Source: an optimization exercise on an open RTL-to-GDS flow (aim: small area and a short achievable clock period). Production flows keep margins and buffers that such runs may drop. At most, simulation tests tie the RTL to the original design; equivalence was not proved. Power is estimated from default activity; no workload was simulated. The flow treats the clock pin as an ideal source, which a real chip does not have.

## window_3x3
module window_3x3 #(
    parameter int N       = 8,
    parameter int CHANNEL = 3,
    parameter int SIZE    = 32,
    parameter int PADDING = 1
) (
    input  logic                     clk,
    input  logic                     rst,
    input  logic                     din_vld,
    input  logic [CHANNEL*N-1:0]     din,
    output logic [9*CHANNEL*N-1:0]   win_dout,
    output logic                     win_vld,
    output logic                     win_end
);
clock: 4.6 ns
lec_check: 0
cap_margin: 20
core_margin: 2
core_utilization: 33
slew_margin: 50
standard.sh (not shown) runs the stock make flow with config.mk's settings and CLKGATE_MAP_FILE= SYNTH_SCRIPT=/design/flow/synth_recipe.tcl, a recipe that flattens the netlist after the stock synthesis.
==> flow/flow/run.sh <==
#!/bin/bash
# Standard ORFS layout with two changes: port buffers use buf_1 instead of the default
# delay buffer, and CTS uses larger sink clusters without dummy loads.
set -euo pipefail
bash standard.sh \
  "BUFFER_PORTS_ARGS=-buffer_cell sky130_fd_sc_hd__buf_1" \
  "CTS_ARGS=-sink_clustering_enable -repair_clock_nets -dont_use_dummy_load -sink_clustering_size 30 -sink_clustering_max_diameter 100 -buf_list sky130_fd_sc_hd__clkbuf_16" \
  finish > make.log 2>&1
The first run went through all stages and came out clean.
Change:
Settings changed: CORE_UTILIZATION 33 to 40.
=>
- The changed run completed with no timing, DRC or antenna violations
- flip-flop and latch count is unchanged
- setup slack gets better by 0.012 ns
- die area came out lower by about a fifth
- clock skew drops by 0.026 ns
Function was not checked in any run of this note: the RTL went through the layout flow alone.

========
Another version of the RTL of window_3x3 (not shown whole).
Size: ~1800 cells after synthesis, ~1700 flip-flops, roughly 250 I/O pins, ~0.052 mm^2 of cells after synthesis.
Settings: LEC_CHECK=0, CAP_MARGIN=20, CORE_MARGIN=2, CORE_UTILIZATION=50, SLEW_MARGIN=50; clock period 4.6 ns.
Scripts as last shown in full above: flow/flow/run.sh
==> next run, changes <==
CORE_UTILIZATION = 40   (was 50)
=> Global-route usage falls by 2.0 points; hold slack degrades by 0.0054 ns; setup slack is better by 0.082 ns; routed wire length rises by 0.71%; register-to-register slack improved by 0.11 ns; non-clock buffer count goes up by 7; die area climbs by 25%; total power came out higher by 0.40%; combinational power came out higher by about 2%; clock skew rises by 0.033 ns.
==> next run, changes <==
==> flow/run.sh (new file) <==
#!/bin/bash
# synth_recipe.tcl (not shown) runs the flow's synth.tcl, then flattens the netlist and writes it again
# the make line also repeats each setting of config.mk as NAME=value (left out here)
make -C /OpenROAD-flow-scripts/flow DESIGN_CONFIG=/design/flow/config.mk WORK_HOME=/design/flow/orfs CLKGATE_MAP_FILE= SYNTH_SCRIPT=/design/flow/synth_recipe.tcl finish
SLEW_MARGIN = 20   (was 50)
removed: flow/flow/run.sh
removed: flow/standard.sh
Outcome: Combinational power rises by about 28%; wire length rises by 6.6%; setup slack gets worse by 0.47 ns; total power rises by about 26%; sequential share of layout area falls by 7.4 points; area after synthesis does not change; sequential cell count does not change; non-clock buffer count falls by 7; core utilization rises by 4.0 points; final area rises by about 9%; via count rises by about 5%.
==> next run, changes <==
==> flow/flow/run.sh (new file) <==
#!/bin/bash
# Standard ORFS layout with two changes: port buffers use buf_1 instead of the default
# delay buffer, and CTS uses larger sink clusters without dummy loads.
set -euo pipefail
bash standard.sh \
  "BUFFER_PORTS_ARGS=-buffer_cell sky130_fd_sc_hd__buf_1" \
  "CTS_ARGS=-sink_clustering_enable -repair_clock_nets -dont_use_dummy_load -sink_clustering_size 30 -sink_clustering_max_diameter 100 -buf_list sky130_fd_sc_hd__clkbuf_16" \
  finish > make.log 2>&1
==> flow/standard.sh (new file) <==
#!/bin/bash
# synth_recipe.tcl (not shown) runs the flow's synth.tcl, then flattens the netlist and writes it again
# the make line also repeats each setting of config.mk as NAME=value (left out here)
make -C /OpenROAD-flow-scripts/flow DESIGN_CONFIG=/design/flow/config.mk WORK_HOME=/design/flow/orfs CLKGATE_MAP_FILE= SYNTH_SCRIPT=/design/flow/synth_recipe.tcl "${@:-finish}"
CORE_UTILIZATION = 60   (was 40)
removed: flow/run.sh
Result: The changed run ran to the end with no violations. Wire length shrinks by 7.5%. Die area fell by 33%. Flip-flop and latch count is unchanged. Via count goes down by 5.5%. Core utilization climbs by 17 points. Sequential power hardly moves. Sequential share of layout area grows by 8.8 points. Synthesized area stays the same.

========
== run A ==
window_3x3 again, from the RTL that the note above started with.
## window_3x3
module window_3x3 #(
    parameter int N       = 8,
    parameter int CHANNEL = 3,
    parameter int SIZE    = 32,
    parameter int PADDING = 1
) (
    input  logic                     clk,
    input  logic                     rst,
    input  logic                     din_vld,
    input  logic [CHANNEL*N-1:0]     din,
    output logic [9*CHANNEL*N-1:0]   win_dout,
    output logic                     win_vld,
    output logic                     win_end
);
    localparam int P  = CHANNEL * N;
    localparam int W  = SIZE + 2 * PADDING;
    localparam int CW = $clog2(W);
    localparam int L  = 2 * W + 2;               
    localparam logic [CW-1:0] W_M1 = CW'(W - 1);
    logic [P-1:0]  px_q;
    logic          px_vld_q;
    logic [P-1:0]  chain_q [L];
    logic [CW-1:0] col_q, row_q;
    logic          col_ge2_q, row_ge2_q;
    logic          win_vld_q, win_end_q;
    logic          col_last, row_last;
    always_ff @(posedge clk) begin
        px_q     <= din;
        px_vld_q <= din_vld;
    end
    always_ff @(posedge clk) begin
        if (px_vld_q) begin
            chain_q[0] <= px_q;
            for (int i = 1; i < L; i++) chain_q[i] <= chain_q[i-1];
        end
    end
    assign col_last = (col_q == W_M1);
  ...
==> flow/config.mk <==
export PLATFORM = sky130hd
export DESIGN_NAME = window_3x3
export DESIGN_NICKNAME = window_3x3
export VERILOG_FILES = /design/flow/design.v
export SDC_FILE = /design/flow/constraint.sdc
export NUM_CORES = 4
export LEC_CHECK = 0
export CAP_MARGIN = 20
export CORE_MARGIN = 2
export CORE_UTILIZATION = 40
export SLEW_MARGIN = 20
==> flow/constraint.sdc <==
create_clock -name core_clock -period 4.6 [get_ports {clk}]
set_input_delay 0.9200 -clock core_clock [delete_from_list [all_inputs] [get_ports {clk}]]
set_output_delay 0.9200 -clock core_clock [all_outputs]
set_load 0.01 [all_outputs]
==> flow/flow/run.sh <==
#!/bin/bash
# Standard ORFS layout with two changes: port buffers use buf_1 instead of the default
# delay buffer, and CTS uses larger sink clusters without dummy loads.
set -euo pipefail
bash standard.sh \
  "BUFFER_PORTS_ARGS=-buffer_cell sky130_fd_sc_hd__buf_1" \
  "CTS_ARGS=-sink_clustering_enable -repair_clock_nets -dont_use_dummy_load -sink_clustering_size 30 -sink_clustering_max_diameter 100 -buf_list sky130_fd_sc_hd__clkbuf_16" \
  finish > make.log 2>&1
Every stage of the flow completed for run A, and the final layout passed the timing, DRC and antenna checks.
The following lists how run B was set up differently from run A:
Settings: SETUP_SLACK_MARGIN now 2.6, previously not set.
==> comparison <==
- ~same area of all sequential standard cells in run A and run B
- Re cell area: run A was lower than run B.
- Run B ended up with a higher global-route track usage on met1 than run A did.
- Note that the final-stage net count recorded for run B amounts to 1.06 times the value seen in run A.
Input-level comparison between run C and run B:
Settings: TNS_END_PERCENT newly set to 100.
[summary]
Result: PASS for each of run B and run C. Run C and run B ended up with roughly the same critical path's largest stage delay. From run B to run C, fraction of the yosys area taken by sequential cells did not move at all. Diff run B -> run C: fraction of power consumed by combinational cells neither gained nor lost much, number of clock-tree buffers in the layout neither gained nor lost much, power drawn by the clock network roughly the same. Run B -> run C: setup TNS delta 0, exact match. Worst setup slack came out exactly the same in run B and run C. Simple-gate share of the synthesized area came out exactly the same in run B and run C. Going from run B to run C, synthesis-to-finish area growth comparable, hold slack saw little to no change.
The inputs of run D differ from those of run C as listed below.
Settings: removing TNS_END_PERCENT (formerly 100); removing SETUP_SLACK_MARGIN (formerly 2.6); changing SLEW_MARGIN from 20 to 50.
--- a/flow/flow/run.sh
+++ b/flow/flow/run.sh
@@ -6,3 +6,3 @@
   "BUFFER_PORTS_ARGS=-buffer_cell sky130_fd_sc_hd__buf_1" \
-  "CTS_ARGS=-sink_clustering_enable -repair_clock_nets -dont_use_dummy_load -sink_clustering_size 30 -sink_clustering_max_diameter 100 -buf_list sky130_fd_sc_hd__clkbuf_16" \
+  "CTS_ARGS=-sink_clustering_enable -repair_clock_nets -dont_use_dummy_load -sink_clustering_size 30 -sink_clustering_max_diameter 100 -buf_list sky130_fd_sc_hd__clkbuf_16 -balance_levels" \
   finish > make.log 2>&1
Findings:
Run C -> run D: wire length of the first global-routing pass decreased by a few percent
Run D has completed all stages; timing, DRC and antenna checks passed.
Run D against run C: critical path depth did not really move, final instance area went down, maximum single-stage delay on the critical path went up.
Between run D and run C, it is run D whose net switching power is lower, by 0.000068 W.
Run D reports a lower via count than run C does.
Run C -> run D: non-clock buffer count decreased by more than a quarter
Looking at start point of the critical path, the chain_q[33][11] result is from run C; the chain_q[33][10] one comes from run D.
| count of clock-buffer cells in the layout | run D vs run C | 1 higher |
Run D vs run C — cell count dropped by a few percent

## what the ideal ports hide
The results above use ideal ports. As a check the final layouts listed here were re-extracted and re-timed, cells and wires unchanged. Step 1 assumes that a clkbuf_16 drives the clock port and a buf_2 every other input. Step 2 adds t to the input delays and takes it off the output delays; t is the mean of the earliest and latest rising clock arrival at the registers after step 1. Input paths then give back, and output paths get back, about the clock's delay inside the block. Slacks: ideal ports / drivers / drivers and shift; pairs: ideal ports / drivers.
| run | shift t [ns] | setup WS [ns] | hold WS [ns] | latest minus earliest clock arrival (ns) | pins driven straight from the clock port |
|---|---|---|---|---|---|
| the first run of note 1 | 0.717 | 2.369 / 2.296 / 2.208 | 0.312 / 0.264 / 0.345 | 0.091 / 0.090 | 1 |
| the second run of note 1 | 0.692 | 2.382 / 2.313 / 2.216 | 0.354 / 0.310 / 0.366 | 0.057 / 0.057 | 1 |
| the first run of note 2 | 0.690 | 2.349 / 2.286 / 2.330 | 0.359 / 0.322 / 0.382 | 0.041 / 0.041 | 1 |
| the second run of note 2 | 0.684 | 2.431 / 2.363 / 2.348 | 0.354 / 0.315 / 0.354 | 0.069 / 0.070 | 1 |
| the third run of note 2 | 0.814 | 1.962 / 1.895 / 1.852 | 0.401 / 0.401 / 0.401 | 0.027 / 0.027 | 1 |
| the fourth run of note 2 | 0.670 | 2.323 / 2.264 / 2.323 | 0.371 / 0.342 / 0.371 | 0.048 / 0.048 | 1 |
| run A | 0.693 | 2.408 / 2.358 / 2.272 | 0.339 / 0.298 / 0.348 | 0.082 / 0.081 | 1 |
| run B | 0.694 | 2.427 / 2.359 / 2.297 | 0.337 / 0.294 / 0.348 | 0.084 / 0.084 | 1 |
| run C | 0.694 | 2.427 / 2.359 / 2.297 | 0.337 / 0.294 / 0.348 | 0.084 / 0.084 | 1 |
| run D | 0.684 | 2.431 / 2.363 / 2.348 | 0.354 / 0.315 / 0.354 | 0.069 / 0.070 | 1 |
After both steps every run listed still meets setup and hold. For the second run of note 1, which loses most, drivers alone change the setup slack by -0.069 ns; drivers and shift together by -0.166 ns.
